From an optimization exercise on the open Yosys and OpenROAD flow, aimed at small area and a short achievable clock period; shortcuts taken in it are not production practice.
The RTL was checked by simulation tests, not by an equivalence proof against the original design.
No activity file was given, so power comes from the tool's default toggle rates.

==> design.v <==
package bawsss_pkg;
  localparam int WORD_W          = 16;
  localparam int WAIT_STATES_DEF = 2;
  localparam int DEPTH_LOG2_DEF  = 8;
  typedef enum logic [1:0] {
    IDLE = 2'd0,
    WAIT = 2'd1,
    RESP = 2'd2
  } state_t;
endpackage
module bawsss_sram
#(
  parameter int DEPTH_LOG2 = bawsss_pkg::DEPTH_LOG2_DEF
) (
  input  logic                  clk,
  input  logic                  we,
  input  logic [DEPTH_LOG2-1:0] addr,
  input  logic [bawsss_pkg::WORD_W-1:0]     wdata,
  output logic [bawsss_pkg::WORD_W-1:0]     rdata
);
  logic [bawsss_pkg::WORD_W-1:0] mem [0:(1<<DEPTH_LOG2)-1];
  always_ff @(posedge clk) begin
    if (we) begin
      mem[addr] <= wdata;
    end
  end
  assign rdata = mem[addr];
endmodule
module bawsss_dmem_ctrl
#(
  parameter int WAIT_STATES = bawsss_pkg::WAIT_STATES_DEF,
  parameter int DEPTH_LOG2  = bawsss_pkg::DEPTH_LOG2_DEF
) (
  input  logic              clk,
  input  logic              reset,
  input  logic              req,
  input  logic              we,
  input  logic [bawsss_pkg::WORD_W-1:0] addr,
  input  logic [bawsss_pkg::WORD_W-1:0] wdata,
  output logic [bawsss_pkg::WORD_W-1:0] rdata,
  output logic              ready,
  output logic              err
);
  localparam logic [3:0] WAIT_LOAD = 4'(WAIT_STATES);
  bawsss_pkg::state_t                state;
  bawsss_pkg::state_t                state_next;
  logic [3:0]            cnt;
  logic [3:0]            cnt_next;
  logic                  accept;
  logic                  l_we;
  logic [bawsss_pkg::WORD_W-1:0]     l_addr;
  logic [bawsss_pkg::WORD_W-1:0]     l_wdata;
  logic                  misaligned;
  logic                  out_of_range;
  logic                  fault;
  logic                  in_resp;
  logic                  mem_we;
  logic [DEPTH_LOG2-1:0] index;
  logic [bawsss_pkg::WORD_W-1:0]     mem_rdata;
  always_ff @(posedge clk) begin
    if (!reset) begin
      state <= bawsss_pkg::IDLE;
      cnt   <= '0;
    end else begin
      state <= state_next;
      cnt   <= cnt_next;
    end
  end
  always_ff @(posedge clk) begin
    if (!reset) begin
      l_we    <= 1'b0;
      l_addr  <= '0;
      l_wdata <= '0;
    end else if (accept) begin
      l_we    <= we;
      l_addr  <= addr;
      l_wdata <= wdata;
    end
  end
  always_comb begin
    state_next = state;
    cnt_next   = cnt;
    accept     = 1'b0;
    case (state)
      bawsss_pkg::IDLE: begin
        if (req) begin
          accept     = 1'b1;
          cnt_next   = WAIT_LOAD;
          state_next = (WAIT_LOAD == 4'd0) ? bawsss_pkg::RESP : bawsss_pkg::WAIT;
        end
      end
      bawsss_pkg::WAIT: begin
        cnt_next = cnt - 4'd1;
        if (cnt == 4'd1) begin
          state_next = bawsss_pkg::RESP;
        end
      end
      bawsss_pkg::RESP: begin
        state_next = bawsss_pkg::IDLE;
      end
      default: begin
        state_next = bawsss_pkg::IDLE;
      end
    endcase
  end
  assign index        = l_addr[DEPTH_LOG2:1];
  assign misaligned   = l_addr[0];
  assign out_of_range = (l_addr >> (DEPTH_LOG2 + 1)) != '0;
  assign fault        = misaligned | out_of_range;
  always_comb begin
    in_resp = (state == bawsss_pkg::RESP) && reset;
    ready   = in_resp;
    err     = in_resp && fault;
    mem_we  = in_resp && l_we && !fault;
    rdata   = '0;
    if (in_resp && !fault && !l_we) begin
      rdata = mem_rdata;
    end
  end
  bawsss_sram #(
    .DEPTH_LOG2(DEPTH_LOG2)
  ) u_sram (
    .clk   (clk),
    .we    (mem_we),
    .addr  (index),
    .wdata (l_wdata),
    .rdata (mem_rdata)
  );
endmodule
==> run.sh <==
#!/bin/bash
# synth_recipe.tcl (not shown) runs the flow's synth.tcl, then flattens the netlist and writes it again
# the make line also repeats each setting of config.mk as NAME=value (left out here)
make -C /OpenROAD-flow-scripts/flow DESIGN_CONFIG=/design/flow/config.mk WORK_HOME=/design/flow/orfs CLKGATE_MAP_FILE= SYNTH_SCRIPT=/design/flow/synth_recipe.tcl finish
==> config.mk <==
export PLATFORM = sky130hd
export DESIGN_NAME = bawsss_dmem_ctrl
export DESIGN_NICKNAME = bawsss_dmem_ctrl
export VERILOG_FILES = /design/flow/design.v
export SDC_FILE = /design/flow/constraint.sdc
export NUM_CORES = 4
export LEC_CHECK = 0
export CAP_MARGIN = 20
export CORE_MARGIN = 2
export CORE_UTILIZATION = 40
export SETUP_SLACK_MARGIN = 0.2
export SLEW_MARGIN = 40
export SYNTH_MEMORY_MAX_BITS = 8192
==> constraint.sdc <==
create_clock -name core_clock -period 8.0 [get_ports {clk}]
set_input_delay 1.6000 -clock core_clock [delete_from_list [all_inputs] [get_ports {clk}]]
set_output_delay 1.6000 -clock core_clock [all_outputs]
set_load 0.01 [all_outputs]
==> run notes, run 1 <==
outcome=complete, no violations; kind of critical path=in -> out; Comb power frac=5.5%; Skew-Pair Late Insertion Delay=1.02 ns; wl on met1=182,400 µm; Worst slew margin=34.46%; Setup Fix Bufs, Post-CTS=0; worst clock skew=0.07229 ns; highest routed layer=met5; worst setup margin=0.2821 ns; DRT Wirelength=between 400,000 and 500,000 µm; final count of negative-setup-slack endpoints=0; Initial Utilization=40.17%; switching pwr=10.14 mW; peak supply drop=0.2058 mV; gate count of the mapped netlist=7,586; Synth Warn #=2; final core occ=a little under half; RD Place Congestion=0.9159; Initial DRT Pass Iterations=8; Hold Crit Class=reg -> reg; core area=399,100 µm²; Worst EP arrival=6.12 ns; Crit. End Element=output pin; die width=637.1 µm; Fillers=32,777; initial antenna violation count=30; Seq pwr share=52.3%; post-route clock period utilization=96.47%; gr usage total=22.74%; WL met2=217,600 µm; met3 WL=about 50,000 µm; number of port buffers=53; min cycle time layout=7.718 ns; Post-DP HPWL=slightly below 300,000 µm; clock buffer depth=4; H-tree levels=5; Slew @ Worst Pin=0.9756 ns; Routed wire per std cell=34.45 µm; Clock power frac=42.1%; final setup TNS=0 ns; Mapped Avg Cell Area=about 21 µm²; layout cells sized above 1=24.99%; TritonCTS clock tree=done; Core Rows=232; pin count of the biggest net entering global routing=193; cts hold-fix bufs=0; CTS resizes=0; data required time of the worst path=6.40 ns; Clock Tree Root=clkbuf_16; Synth async-reset ratio=0%; sequential share of the synthesized area=~77%; io pins=54; DR iter-0 viols=roughly 11,000; critical path fanouts, max=7; Leakage Power=58.17 nW; Max Fclk=0.1296 GHz; CTS clk-pin slew, worst paths=0.05 ns; number of enable flip-flop cells after synthesis=between 4,000 and 5,000; drt drc=0; Net Sw Frac=22.11%; post-synthesis register bit count=4,143; Die Area=405,900 µm²; Internal=35.73 mW; area grow syn2layout=14.36%; Max Slew Vio Count=0; first-pass GRT wire length=649,200 µm; Yosys cell types=77; Tot Pwr=around 46 mW; Mapped Area=160,300 µm²; DP Worst Slack=0.6250 ns; syn nets=7,624; vias in the first global route=80,317; die extent in y=637.1 µm; total grt overflow=0; Nets=between 8,000 and 9,000; clock sink count=4,143; Final Hold Viols=0; max cap viols=0; PwrDens=250.2 nW/µm²; Main synth FF type=edfxtp_1; Final ANT Viol Nets=0; detailed-route vias per instance=6.037; RSZ-0062 raised after global routing=false; Vias=82,569; CTS Buf Count=420; startpoint types=input pin
## critical path: stages
cell	delay (ns)
clkdlybuf4s50_1	0.51
and3b_1	0.22
and3_1	0.71
and3b_1	0.61
o221ai_1	0.25
a21oi_1	0.16
nand4_1	0.48
o22ai_1	0.86
clkdlybuf4s50_1	0.68
## power by group through the flow
stage	registers [mW]	clock network (mW)	logic (mW)
global placement	24.5	0	2.37
finish	24.0	19.3	2.54
floorplan	24.6	0	1.28
detailed placement	24.5	0	2.47
global route	24.0	20.4	2.62
CTS	24.0	19.5	2.48
## logic make-up (layout without fill, tap and decap cells)
kind of cell               count (synthesis)  after routing  synth area share, %
adders and majority gates                  2              2              0.01560
DFF                                     4143           4143                77.30
buffers and inverters                    458           1278                1.996
and+or+nand+nor                          783            783                2.077
other                                      0              7                    0
muxes                                   1369           1369                14.92
AOI/OAI and AO/OA                        831            831                3.690
## placed cells by master, fill, tap and decap left out, types with 54 or more instances in the layout
cell,instances
edfxtp_1,4096
nor2_4,104
a22oi_1,72
nor2_1,181
clkinv_1,100
clkinv_2,70
mux4_2,771
buf_4,381
o21ai_0,70
o221ai_1,197
o22ai_1,129
mux2i_1,538
a21oi_1,144
nand3_1,54
nor2_2,86
clkbuf_16,424
nand2_1,210
clkbuf_1,101
## registers in the layout, summed over array words and instances, names as in the netlist, named ones only
| register | count |
|---|---|
| l_wdata | 16 |
| state | 2 |
| cnt | 4 |
| u_sram.mem | 4096 |
| l_addr | 16 |
| l_we | 1 |
## synth_stat cells, types with 10 or more instances
| cell | count | area share (%) |
|---|---|---|
| mux2i_1 | 546 | 3.4 |
| a221oi_1 | 27 | 0.15 |
| nand2_1 | 218 | 0.51 |
| a2111oi_0 | 12 | 0.066 |
| o21ai_0 | 85 | 0.27 |
| buf_12 | 10 | 0.12 |
| mux4_2 | 771 | 11 |
| buf_1 | 23 | 0.054 |
| a22oi_1 | 72 | 0.34 |
| a31oi_1 | 25 | 0.098 |
| o22ai_1 | 132 | 0.52 |
| clkbuf_1 | 167 | 0.39 |
| nor2b_1 | 16 | 0.062 |
| a22o_1 | 10 | 0.055 |
| mux2_2 | 18 | 0.13 |
| nor3_1 | 37 | 0.12 |
| o221ai_1 | 198 | 1.1 |
| edfxtp_1 | 4096 | 77 |
| buf_2 | 90 | 0.28 |
| buf_4 | 38 | 0.18 |
| o32ai_1 | 13 | 0.071 |
| nand4_1 | 17 | 0.066 |
| buf_6 | 82 | 0.58 |
| dfxtp_1 | 47 | 0.59 |
| and3_1 | 11 | 0.043 |
| and2_1 | 11 | 0.043 |
| buf_8 | 37 | 0.35 |
| o211ai_1 | 16 | 0.075 |
| o311ai_0 | 10 | 0.055 |
| a211oi_1 | 16 | 0.075 |
| nor2_1 | 371 | 0.87 |
| mux4_1 | 34 | 0.56 |
| a21oi_1 | 146 | 0.46 |
| nand3_1 | 62 | 0.19 |
## metal layers
metal,GRT usage (%),up-vias
met4,9.549,4
met5,0,-
met2,35.16,4572
li1,-,32937
met3,5.665,863
met1,30.80,44193
## layout make-up
class | instances | area, µm² | area share [%]
Clock inverter | 244 | 2420 | 1.320
Inverter | 7 | 36.28 | 0.01979
Antenna cell | 7 | 17.52 | 0.009553
Multi-Input combinational cell | 2985 | 34570 | 18.86
Tap cell | 5265 | 6588 | 3.593
Clock buffer | 530 | 11060 | 6.031
Timing Repair Buffer | 497 | 4646 | 2.534
Sequential cell | 4143 | 124000 | 67.64
## through the flow
stage,cells,hold slack [ns],instance area [µm²]
6_report,13678,0.4610,183400
5_1_grt,13672,0.4827,183300
4_1_cts,13659,0.4639,183000
3_5_place_dp,12885,0.4559,169500
3_3_place_gp,12866,0.4446,168500
2_1_floorplan,7586,0.4360,160300
## final timing paths
path | from | to | slack, ns | cells past startpoint
hold reg to reg | l_addr[13] | l_addr[13] | 0.46 | 2
setup / recovery | reset | rdata[10] | 0.28 | 9
setup reg to reg | l_addr[0] | u_sram.mem[100][4] | 3.46 | 8
hold / removal | l_addr[13] | l_addr[13] | 0.46 | 2
==> inputs of run 2 (changes only) <==
==> design.v (replaced) <==
package bawsss_pkg;
  localparam int WORD_W          = 16;
  localparam int WAIT_STATES_DEF = 2;
  localparam int DEPTH_LOG2_DEF  = 8;
  typedef enum logic [1:0] {
    IDLE = 2'd0,
    WAIT = 2'd1,
    RESP = 2'd2
  } state_t;
endpackage
module bawsss_sram
#(
  parameter int DEPTH_LOG2 = bawsss_pkg::DEPTH_LOG2_DEF
) (
  input  logic                  clk,
  input  logic                  we,
  input  logic [DEPTH_LOG2-1:0] addr,
  input  logic [bawsss_pkg::WORD_W-1:0]     wdata,
  output logic [bawsss_pkg::WORD_W-1:0]     rdata
);
  localparam int W     = bawsss_pkg::WORD_W;
  localparam int DEPTH = 1 << DEPTH_LOG2;
  localparam int CB    = DEPTH_LOG2 / 2;            
  localparam int RB    = DEPTH_LOG2 - CB;           
  logic [W-1:0]       mem [0:DEPTH-1];
  logic [(1<<RB)-1:0] row;
  logic [(1<<CB)-1:0] col;
  logic [DEPTH-1:0]   sel;
  always_comb begin
    row = '0;
    col = '0;
    row[addr[DEPTH_LOG2-1:CB]] = 1'b1;
    col[addr[CB-1:0]]          = 1'b1;
  end
  for (genvar i = 0; i < DEPTH; i++) begin : g_word
    assign sel[i] = row[i >> CB] & col[i & ((1 << CB) - 1)];
    always_ff @(posedge clk) begin
      if (we && sel[i]) begin
        mem[i] <= wdata;
      end
    end
  end
  always_comb begin
    rdata = '0;
    for (int i = 0; i < DEPTH; i++) begin
      rdata = rdata | (mem[i] & {W{sel[i]}});
    end
  end
endmodule
module bawsss_dmem_ctrl
#(
  parameter int WAIT_STATES = bawsss_pkg::WAIT_STATES_DEF,
  parameter int DEPTH_LOG2  = bawsss_pkg::DEPTH_LOG2_DEF
) (
  input  logic              clk,
  input  logic              reset,
  input  logic              req,
  input  logic              we,
  input  logic [bawsss_pkg::WORD_W-1:0] addr,
  input  logic [bawsss_pkg::WORD_W-1:0] wdata,
  output logic [bawsss_pkg::WORD_W-1:0] rdata,
  output logic              ready,
  output logic              err
);
  localparam int W = bawsss_pkg::WORD_W;
  logic                  st_w1;      
  logic                  st_w2;      
  logic                  st_rsp;     
  logic                  idle;
  logic                  accept;
  logic                  l_we;
  logic                  l_fault;
  logic [DEPTH_LOG2-1:0] l_index;
  logic [W-1:0]          l_wdata;
  logic                  wr_pend;    
  logic [W-1:0]          rd_q;       
  logic [W-1:0]          mem_rdata;
  assign idle   = ~(st_w1 | st_w2 | st_rsp);
  assign accept = idle & req;
  always_ff @(posedge clk) begin
    st_w1  <= reset & accept;
    st_w2  <= reset & st_w1;
    st_rsp <= reset & st_w2;
  end
  always_ff @(posedge clk) begin
    if (accept) begin
      l_we    <= we;
      l_fault <= addr[0] | (addr[W-1:DEPTH_LOG2+1] != '0);
      l_index <= addr[DEPTH_LOG2:1];
      l_wdata <= wdata;
    end
  end
  always_ff @(posedge clk) begin
    wr_pend <= st_rsp & reset & l_we & ~l_fault;
    rd_q    <= (st_w2 & reset & ~l_we & ~l_fault) ? mem_rdata : '0;
  end
  assign ready = st_rsp & reset;
  assign err   = st_rsp & reset & l_fault;
  assign rdata = rd_q & {W{reset}};
  bawsss_sram #(
    .DEPTH_LOG2(DEPTH_LOG2)
  ) u_sram (
    .clk   (clk),
    .we    (wr_pend),
    .addr  (l_index),
    .wdata (l_wdata),
    .rdata (mem_rdata)
  );
endmodule
==> run notes, run 2 <==
Synth top cells by count=4,122 x edfxtp_1, 965 x a22oi_1, 433 x clkbuf_1, 322 x a22o_1, 292 x nor2_1; Final Hold Viols=0 (unchanged); min cycle time layout=7.046 ns (-0.6714 ns); pin count of the biggest net entering global routing=140 (-27%); area grow syn2layout=21.05%; number of port buffers=53 (unchanged); first-pass GRT wire length=1,223,000 µm (+88%); Synth Warn #=3 (+1); Initial Utilization=40.19% (about the same); H-tree levels=5 (unchanged); io pins=54 (unchanged); Worst EP arrival=7.89 ns (+1.77 ns); final count of negative-setup-slack endpoints=0 (unchanged); die width=623.8 µm (-2.1%); sequential share of the synthesized area=80.82% (+3.5 points); Net Sw Frac=24.15% (+2.0 points); Seq pwr share=50.6% (-1.7 points); Setup Fix Bufs, Post-CTS=0 (unchanged); outcome=complete, no violations; worst setup margin=0.9536 ns (+0.6714 ns); DP Worst Slack=1.535 ns (+0.9100 ns); kind of critical path=reg -> reg; Routed wire per std cell=65.74 µm (+91%); top post-synthesis cells by area=edfxtp_1 81%, a22oi_1 4.7%, a22o_1 1.8%; Mapped Avg Cell Area=17.76 µm² (-16%); Yosys cell types=85 (+10%); peak supply drop=0.1993 mV (-3.1%); initial antenna violation count=201 (+570%); Fillers=31,959 (-2.5%); dominant cell type by area after synthesis=edfxtp_1; Skew-Pair Late Insertion Delay=1.06 ns (+0.04 ns); Clock Tree Root=clkbuf_16; Cells after DPL=14,269 (+11%); most frequent CP cell=buf_4; final setup TNS=0 ns (unchanged); gr usage total=50.35% (+28 points); largest reg by FF count=u_sram.mem; CP peak stage delay=1.02 ns (+0.16 ns); Initial DRT Pass Iterations=10 (+2); startpoint types=flip-flop; Die Area=389,100 µm² (-4.1%); clock buffer depth=4 (unchanged); core area=382,300 µm² (-4.2%); total grt overflow=0 (unchanged); layout cells sized above 1=22.68% (-2.3 points); slowest stage cell, crit path=nand4_1; most common cell after layout, fill and taps aside=edfxtp_1; CTS Buf Count=435 (+3.6%); Internal=35.94 mW (+0.61%); syn nets=8,698 (+14%); CTS clk-pin slew, worst paths=0.06 ns (about the same); final hold slack=0.4823 ns (+0.02127 ns); commonest cells after routing, fill and taps aside=4,122 x edfxtp_1, 945 x a22oi_1, 871 x buf_4; biggest regs=u_sram.mem x4096, l_wdata x16, rd_q x16; Post-DP HPWL=685,800 µm (+140%); detailed-route vias per instance=7.700 (+28%); switching pwr=11.44 mW (+13%); vias in the first global route=101,385 (+26%); worst clock skew=0.06394 ns (-0.008344 ns); data required time of the worst path=8.84 ns (+2.44 ns); Max Fclk=0.1419 GHz (+9.5%); post-route clock period utilization=88.08% (-8.4 points); Placed Area=171,000 µm² (+0.84%); Synth top area share=80.56% (+3.8 points); Comb power frac=5.7% (+0.2 points); Worst slew margin=26.77% (-7.7 points); Mapped Area=153,700 µm² (-4.2%); RD Place Congestion=1.077 (+18%); max FFs per register=4,096 (unchanged); Clock power frac=43.8% (+1.7 points); max cap viols=0 (unchanged); CTS resizes=0 (unchanged); PwrDens=254.8 nW/µm² (+1.8%); Tot Pwr=47.39 mW (+3.3%); Finished Cell Area=186,000 µm² (+1.4%); DR iter-0 viols=31,491 (+180%); post-synthesis register bit count=4,142 (-0.024%); Max Slew Vio Count=0 (unchanged); Main synth FF type=edfxtp_1; Hold Crit Class=reg -> reg; DRT Wirelength=1,004,000 µm (+110%); Crit. End Element=flip-flop; most common cell in the netlist=edfxtp_1; drt drc=0 (unchanged); cts hold-fix bufs=0 (unchanged); Vias=117,570 (+42%); Core Rows=227 (-2.2%); clock sink count=4,142 (-0.024%); Synth async-reset ratio=0% (unchanged); critical path fanouts, max=14 (+7); Slew @ Worst Pin=1.098 ns (+0.1228 ns); Leakage Power=57.93 nW (-0.41%); RSZ-0062 raised after global routing=false; crit path cell chain=inv_1 -> ha_1 -> buf_4 -> and3b_1 -> buf_4 -> a32oi_4 -> buf_8 -> buf_6 -> buf_4 -> a211oi_4 -> buf_4 -> a22o_1 -> a221oi_1 -> nand4_1 -> nor4_2 -> buf_4 -> a41oi_1; Final ANT Viol Nets=0 (unchanged); Non-Filler Instances=15,268 (+12%); Nets=9,729 (+20%); final core occ=48.65% (+2.7 points); number of enable flip-flop cells after synthesis=4,122 (+0.63%); gate count of the mapped netlist=8,654 (+14%); TritonCTS clock tree=done; die extent in y=623.8 µm (-2.1%)
[run 2: critical path: cells and delay by family, from the launching register on]
kind	cells	cell delay [ns]
adders and majority gates	1	0.26
AOI/OAI and AO/OA	5	1.63
buffers and inverters	8	1.84
DFF	1	0.77
and+or+nand+nor	3	2.23
[run 2: cells by family after synthesis]
group	share of synthesized area (%)
AO/OA/AOI/OAI	12.83
XOR/XNOR	0.02280
adder cells (fa/ha/maj)	0.06515
buffers and inverters	1.332
flip-flops	80.82
multiplexers	0.02769
AND/OR/NAND/NOR	4.900
[run 2: worst paths after layout]
path	to	start	slack (ns)	cells after the start
min	wr_pend	l_we	0.48	1
max	rd_q[7]	l_index[0]	0.95	17
min reg2reg	wr_pend	l_we	0.48	1
max reg2reg	rd_q[7]	l_index[0]	0.95	17
[run 2: power groups by stage]
stage | Clock [mW] | Combinational [mW] | Sequential, mW
floorplan | 0 | 0.525 | 24.7
global placement | 0 | 2.34 | 24.4
detailed placement | 0 | 2.43 | 24.4
CTS | 20.5 | 2.44 | 24.0
global route | 21.3 | 2.51 | 24.0
finish | 20.7 | 2.68 | 24.0
[run 2: cell type report]
cell class / instances / area, µm² / share of cell area [%]
multi-input cells: 3983 / 30790 / 16.55
clock inverters: 283 / 2861 / 1.538
diodes: 182 / 455.4 / 0.2449
flip-flops and latches: 4142 / 124200 / 66.77
inverters: 13 / 50.05 / 0.02691
clock buffers: 517 / 11300 / 6.074
repair buffers: 1110 / 10060 / 5.408
well taps: 5038 / 6304 / 3.389
[run 2: per-layer routing]
| metal | GRT usage, % | part of all wire [%] | up-vias |
|---|---|---|---|
| met5 | 0.7779 | 0.060 | - |
| met4 | 41.74 | 10 | 64 |
| met3 | 23.77 | 17 | 3339 |
| met2 | 66.75 | 39 | 14393 |
| met1 | 61.77 | 33 | 60725 |
| li1 | - | - | 39049 |
==> inputs of run 3 (changes only) <==
==> design.v (replaced) <==
package bawsss_pkg;
  localparam int WORD_W          = 16;
  localparam int WAIT_STATES_DEF = 2;
  localparam int DEPTH_LOG2_DEF  = 8;
  typedef enum logic [1:0] {
    IDLE = 2'd0,
    WAIT = 2'd1,
    RESP = 2'd2
  } state_t;
endpackage
module bawsss_sram
#(
  parameter int N = 3
) (
  input  logic [N-1:0] d,
  input  logic [N-1:0] s,
  output logic         yn
);
  assign yn = ~|(d & s);
endmodule
module bawsss_dmem_ctrl
#(
  parameter int WAIT_STATES = bawsss_pkg::WAIT_STATES_DEF,
  parameter int DEPTH_LOG2  = bawsss_pkg::DEPTH_LOG2_DEF
) (
  input  logic              clk,
  input  logic              reset,
  input  logic              req,
  input  logic              we,
  input  logic [bawsss_pkg::WORD_W-1:0] addr,
  input  logic [bawsss_pkg::WORD_W-1:0] wdata,
  output logic [bawsss_pkg::WORD_W-1:0] rdata,
  output logic              ready,
  output logic              err
);
  localparam int W     = bawsss_pkg::WORD_W;
  localparam int DEPTH = 1 << DEPTH_LOG2;
  localparam int CB    = DEPTH_LOG2 / 2;            
  localparam int RB    = DEPTH_LOG2 - CB;           
  localparam int SN    = 3;                         
  localparam int NS    = (DEPTH + SN - 1) / SN;     
  logic                  st_w1;      
  logic                  st_w2;      
  logic                  st_rsp;     
  logic                  idle;
  logic                  accept;
  logic                  l_we;
  logic                  l_fault;
  logic [DEPTH_LOG2-1:0] l_index;
  logic [W-1:0]          l_wdata;
  logic                  wr_pend;    
  logic [W-1:0]          rd_q;       
  logic [W-1:0]          mem_rdata;
  assign idle   = ~(st_w1 | st_w2 | st_rsp);
  assign accept = idle & req;
  always_ff @(posedge clk) begin
    st_w1  <= reset & accept;
    st_w2  <= reset & st_w1;
    st_rsp <= reset & st_w2;
  end
  always_ff @(posedge clk) begin
    if (accept) begin
      l_we    <= we;
      l_fault <= addr[0] | (addr[W-1:DEPTH_LOG2+1] != '0);
      l_index <= addr[DEPTH_LOG2:1];
      l_wdata <= wdata;
    end
  end
  always_ff @(posedge clk) begin
    wr_pend <= st_rsp & reset & l_we & ~l_fault;
    rd_q    <= (st_w2 & ~l_we & ~l_fault) ? mem_rdata : '0;
  end
  assign ready = st_rsp & reset;
  assign err   = st_rsp & reset & l_fault;
  assign rdata = rd_q & {W{st_rsp & reset}};
  logic [W-1:0]       mem [0:DEPTH-1];
  logic [(1<<RB)-1:0] row;
  logic [(1<<CB)-1:0] col;
  logic [DEPTH-1:0]   sel;
  always_comb begin
    row = '0;
    col = '0;
    row[l_index[DEPTH_LOG2-1:CB]] = 1'b1;
    col[l_index[CB-1:0]]          = 1'b1;
  end
  for (genvar i = 0; i < DEPTH; i++) begin : g_word
    assign sel[i] = row[i >> CB] & col[i & ((1 << CB) - 1)];
    always_ff @(posedge clk) begin
      if (wr_pend && sel[i]) begin
        mem[i] <= l_wdata;
      end
    end
  end
  for (genvar b = 0; b < W; b++) begin : g_bit
    logic [NS-1:0] part_n;
    for (genvar g = 0; g < NS; g++) begin : g_slice
      localparam int N = (DEPTH - g*SN < SN) ? DEPTH - g*SN : SN;
      logic [N-1:0] d;
      for (genvar k = 0; k < N; k++) begin : g_d
        assign d[k] = mem[g*SN + k][b];
      end
      bawsss_sram #(.N(N)) u_rd (
        .d (d),
        .s (sel[g*SN +: N]),
        .yn (part_n[g])
      );
    end
    assign mem_rdata[b] = ~&part_n;
  end
endmodule
==> flow/run.sh (new file) <==
#!/bin/bash
# Own layout flow: the standard ORFS flow, with the port buffers made of
# plain buffers (buf_4) instead of the delay cell buffer_ports picks by default.
set -euo pipefail
export BUFFER_PORTS_ARGS="-buffer_cell sky130_fd_sc_hd__buf_4"
bash standard.sh finish > standard_flow.log 2>&1
==> standard.sh (new file) <==
#!/bin/bash
# synth_recipe.tcl (not shown) runs the flow's synth.tcl, then flattens the netlist and writes it again
# the make line also repeats each setting of config.mk as NAME=value (left out here)
make -C /OpenROAD-flow-scripts/flow DESIGN_CONFIG=/design/flow/config.mk WORK_HOME=/design/flow/orfs CLKGATE_MAP_FILE= SYNTH_SCRIPT=/design/flow/synth_recipe.tcl "${@:-finish}"
--- a/config.mk
+++ b/config.mk
@@ -7,7 +7,10 @@
 export LEC_CHECK = 0
 export CAP_MARGIN = 20
 export CORE_MARGIN = 2
-export CORE_UTILIZATION = 40
+export CORE_UTILIZATION = 55
+export PLACE_DENSITY = 0.65
 export SETUP_SLACK_MARGIN = 0.2
 export SLEW_MARGIN = 40
+export SYNTH_HIERARCHICAL = 1
 export SYNTH_MEMORY_MAX_BITS = 8192
+export SYNTH_MINIMUM_KEEP_SIZE = 0
removed: run.sh
==> run notes, run 3 <==
final setup TNS=0 ns (unchanged); PwrDens=260.6 nW/µm² (+2.3%); gr usage total=30.45% (-20 points); Mapped Avg Cell Area=21.41 µm² (+21%); startpoint types=flip-flop; Die Area=266,000 µm² (-32%); Synth top cells by count=4,122 x edfxtp_1, 1,360 x a222oi_1, 534 x nor2_1, 336 x nand4_1, 82 x nor4_1; die extent in y=515.8 µm (-17%); post-route clock period utilization=68.59% (-19 points); Initial Utilization=55.41% (+15 points); min cycle time layout=5.487 ns (-1.559 ns); DR iter-0 viols=17,979 (-43%); Final Hold Viols=0 (unchanged); Nets=7,679 (-21%); Non-Filler Instances=11,493 (-25%); outcome=complete, no violations; Crit. End Element=flip-flop; CTS clk-pin slew, worst paths=0.06 ns (about the same); vias in the first global route=77,216 (-24%); DRT Wirelength=412,100 µm (-59%); Routed wire per std cell=35.86 µm (-45%); Cells after DPL=10,722 (-25%); most common cell in the netlist=edfxtp_1; commonest cells after routing, fill and taps aside=4,122 x edfxtp_1, 1,360 x a222oi_1, 544 x buf_4; top post-synthesis cells by area=edfxtp_1 86%, a222oi_1 9.5%, nand4_1 1.5%; drt drc=0 (unchanged); Slew @ Worst Pin=1.007 ns (-0.09166 ns); Skew-Pair Late Insertion Delay=0.98 ns (-0.08 ns); Hold Crit Class=reg -> reg; Initial DRT Pass Iterations=15 (+5); crit path cell chain=o21ai_0 -> a211oi_2 -> o21ai_4 -> buf_4 -> nor2_1 -> buf_4 -> a222oi_1 -> nand4_1 -> nor4_2 -> buf_4 -> and4_1 -> a31oi_1; CTS Buf Count=399 (-8.3%); dominant cell type by area after synthesis=edfxtp_1; CTS resizes=0 (unchanged); CP peak stage delay=0.77 ns (-0.25 ns); biggest regs=mem x4096, l_wdata x16, rd_q x16; Tot Pwr=43.47 mW (-8.3%); detailed-route vias per instance=7.114 (-7.6%); RD Place Congestion=0.9155 (-15%); most frequent CP cell=buf_4; Synth top area share=85.93% (+5.4 points); worst clock skew=0.06113 ns (-0.002815 ns); slowest stage cell, crit path=o21ai_4; max FFs per register=4,096 (unchanged); cts hold-fix bufs=0 (unchanged); critical path fanouts, max=14 (unchanged); peak supply drop=0.1985 mV (-0.42%); Leakage Power=51.87 nW (-10%); io pins=54 (unchanged); number of port buffers=53 (unchanged); core area=259,900 µm² (-32%); RSZ-0062 raised after global routing=false; Synth Warn #=8 (+5); Worst EP arrival=6.28 ns (-1.61 ns); Post-DP HPWL=249,500 µm (-64%); area grow syn2layout=15.81%; final count of negative-setup-slack endpoints=0 (unchanged); Clock Tree Root=clkbuf_16; die width=515.8 µm (-17%); data required time of the worst path=8.79 ns (-0.05 ns); delay-heaviest family, CP=compound AO/OA/AOI/OAI gates; post-synthesis register bit count=4,142 (unchanged); syn nets=6,772 (-22%); Worst slew margin=32.26% (+5.5 points); Synth async-reset ratio=0% (unchanged); Setup Fix Bufs, Post-CTS=0 (unchanged); sequential share of the synthesized area=86.21% (+5.4 points); pin count of the biggest net entering global routing=165 (+18%); kind of critical path=reg -> reg; gate count of the mapped netlist=6,728 (-22%); most common cell after layout, fill and taps aside=edfxtp_1; number of enable flip-flop cells after synthesis=4,122 (unchanged); TritonCTS clock tree=done; Max Slew Vio Count=0 (unchanged); largest reg by FF count=mem; Vias=81,763 (-30%); first-pass GRT wire length=574,600 µm (-53%); H-tree levels=5 (unchanged); Mapped Area=144,000 µm² (-6.3%); layout cells sized above 1=17.23% (-5.4 points); Yosys cell types=46 (-46%); Core Rows=187 (-18%); max cap viols=0 (unchanged); clock buffer depth=4 (unchanged); Main synth FF type=edfxtp_1; Max Fclk=0.1822 GHz (+28%); clock sink count=4,142 (unchanged); Final ANT Viol Nets=0 (unchanged); total grt overflow=0 (unchanged); Critical path buffers and inverters=3 (-5); initial antenna violation count=28 (-86%)
## run 3: cell count changes after synthesis, sizes merged, moves of 141 or more
cell    previous run  this run
a21oi            206         2
a221oi           245         0
a222oi           124      1360
a22o             322         0
a22oi            965         0
clkbuf           433        33
nand2            288        52
nand3            150         9
nand4            152       336
nor2             292       534
## run 3: kinds of logic (layout without fill, tap and decap cells)
family / count (synthesis) / in the layout / synth area share, %
XOR/XNOR: 1 / 1 / 0.006082
AO/OA/AOI/OAI: 1410 / 1410 / 9.752
flip-flops: 4142 / 4142 / 86.21
buffers and inverters: 100 / 1334 / 0.3084
adder cells (fa/ha/maj): 8 / 8 / 0.06949
AND/OR/NAND/NOR: 1067 / 1067 / 3.654
other: 0 / 35 / 0
## run 3: layout make-up
class,instances,area [µm²]
flip-flops and latches,4142,124200
fillers,17167,93130
multi-input cells,2486,20290
clock buffers,488,10480
repair buffers,598,5037
well taps,3496,4374
clock inverters,240,2337
diodes,35,87.58
inverters,8,30.03
## run 3: where the power goes
part / leakage [nW] / switching (mW) / internal, mW / total (mW)
combinational: 8.42 / 0.900 / 0.190 / 1.09
sequential: 37.2 / 0.0116 / 23.9 / 24.0
clock: 6.25 / 8.00 / 10.4 / 18.4
total: 51.9 / 8.91 / 34.6 / 43.5
## run 3: stage by stage
step / setup WS (ns) / area, µm² / util [%] / hold slack, ns
finish: 2.513 / 166800 / 64.17 / 0.4929
global route: 2.529 / 166800 / 64.17 / 0.5192
CTS: 2.629 / 166500 / 64.05 / 0.4935
detailed placement: 2.640 / 153700 / 59.12 / 0.4889
global placement: 1.958 / 152700 / 58.76 / 0.4643
floorplan: 3.153 / 144000 / - / 0.4310
## run 3: worst reg2reg max path: stages (launching register included)
cell	delay [ns]
edfxtp_1	0.46
o21ai_0	0.50
a211oi_2	0.31
o21ai_4	0.77
buf_4	0.55
nor2_1	0.24
buf_4	0.24
a222oi_1	0.39
nand4_1	0.32
nor4_2	0.72
buf_4	0.28
and4_1	0.44
a31oi_1	0.13
## run 3: path summary, 6_finish.rpt
path	slack, ns	from	depth (start not counted)	endpoint
hold / removal	0.49	st_w1	1	st_w2
setup / recovery	2.51	l_index[0]	12	rd_q[0]
setup reg to reg	2.51	l_index[0]	12	rd_q[0]
hold reg to reg	0.49	st_w1	1	st_w2
## run 3: layer usage
layer  up-vias  routed length (µm)  track usage, %
li1      33072                   -               -
met1     41953              147500           41.77
met2      5947              196400           48.09
met3       777               47660           5.493
met4        14               20480           13.77
met5         -                 128               0

[port drivers added, routing unchanged]
The flow's constraints put no driver on any port. The routed layouts listed below were extracted and timed again, unchanged, in two steps. Step 1 sets driving cells, clkbuf_16 on the clock port and buf_2 on the other inputs (assumed; they add their load-dependent delay and slew). Step 2 moves the port delays by t, midway between the first and last clock arrival at a register: inputs arrive t later, outputs are due t later. That takes back most of the time a late clock gives input paths. a / b / c = ideal / step 1 / step 2; a / b = the first two.
| run | t (ns) | slack for setup (ns) | worst setup path after step 2 | cell pins on the clock port's net |
|---|---|---|---|---|
| run 1 | 1.070 | 0.282 / 0.251 / 0.257 | input to output | 1 |
| run 2 | 1.154 | 0.954 / 0.954 / 0.954 | register to register | 1 |
| run 3 | 1.034 | 2.513 / 2.513 / 2.513 | register to register | 1 |
After both steps setup and hold are still met in every run listed. For run 1, which loses most, drivers alone change the setup slack by -0.031 ns; drivers and shift together by -0.025 ns.
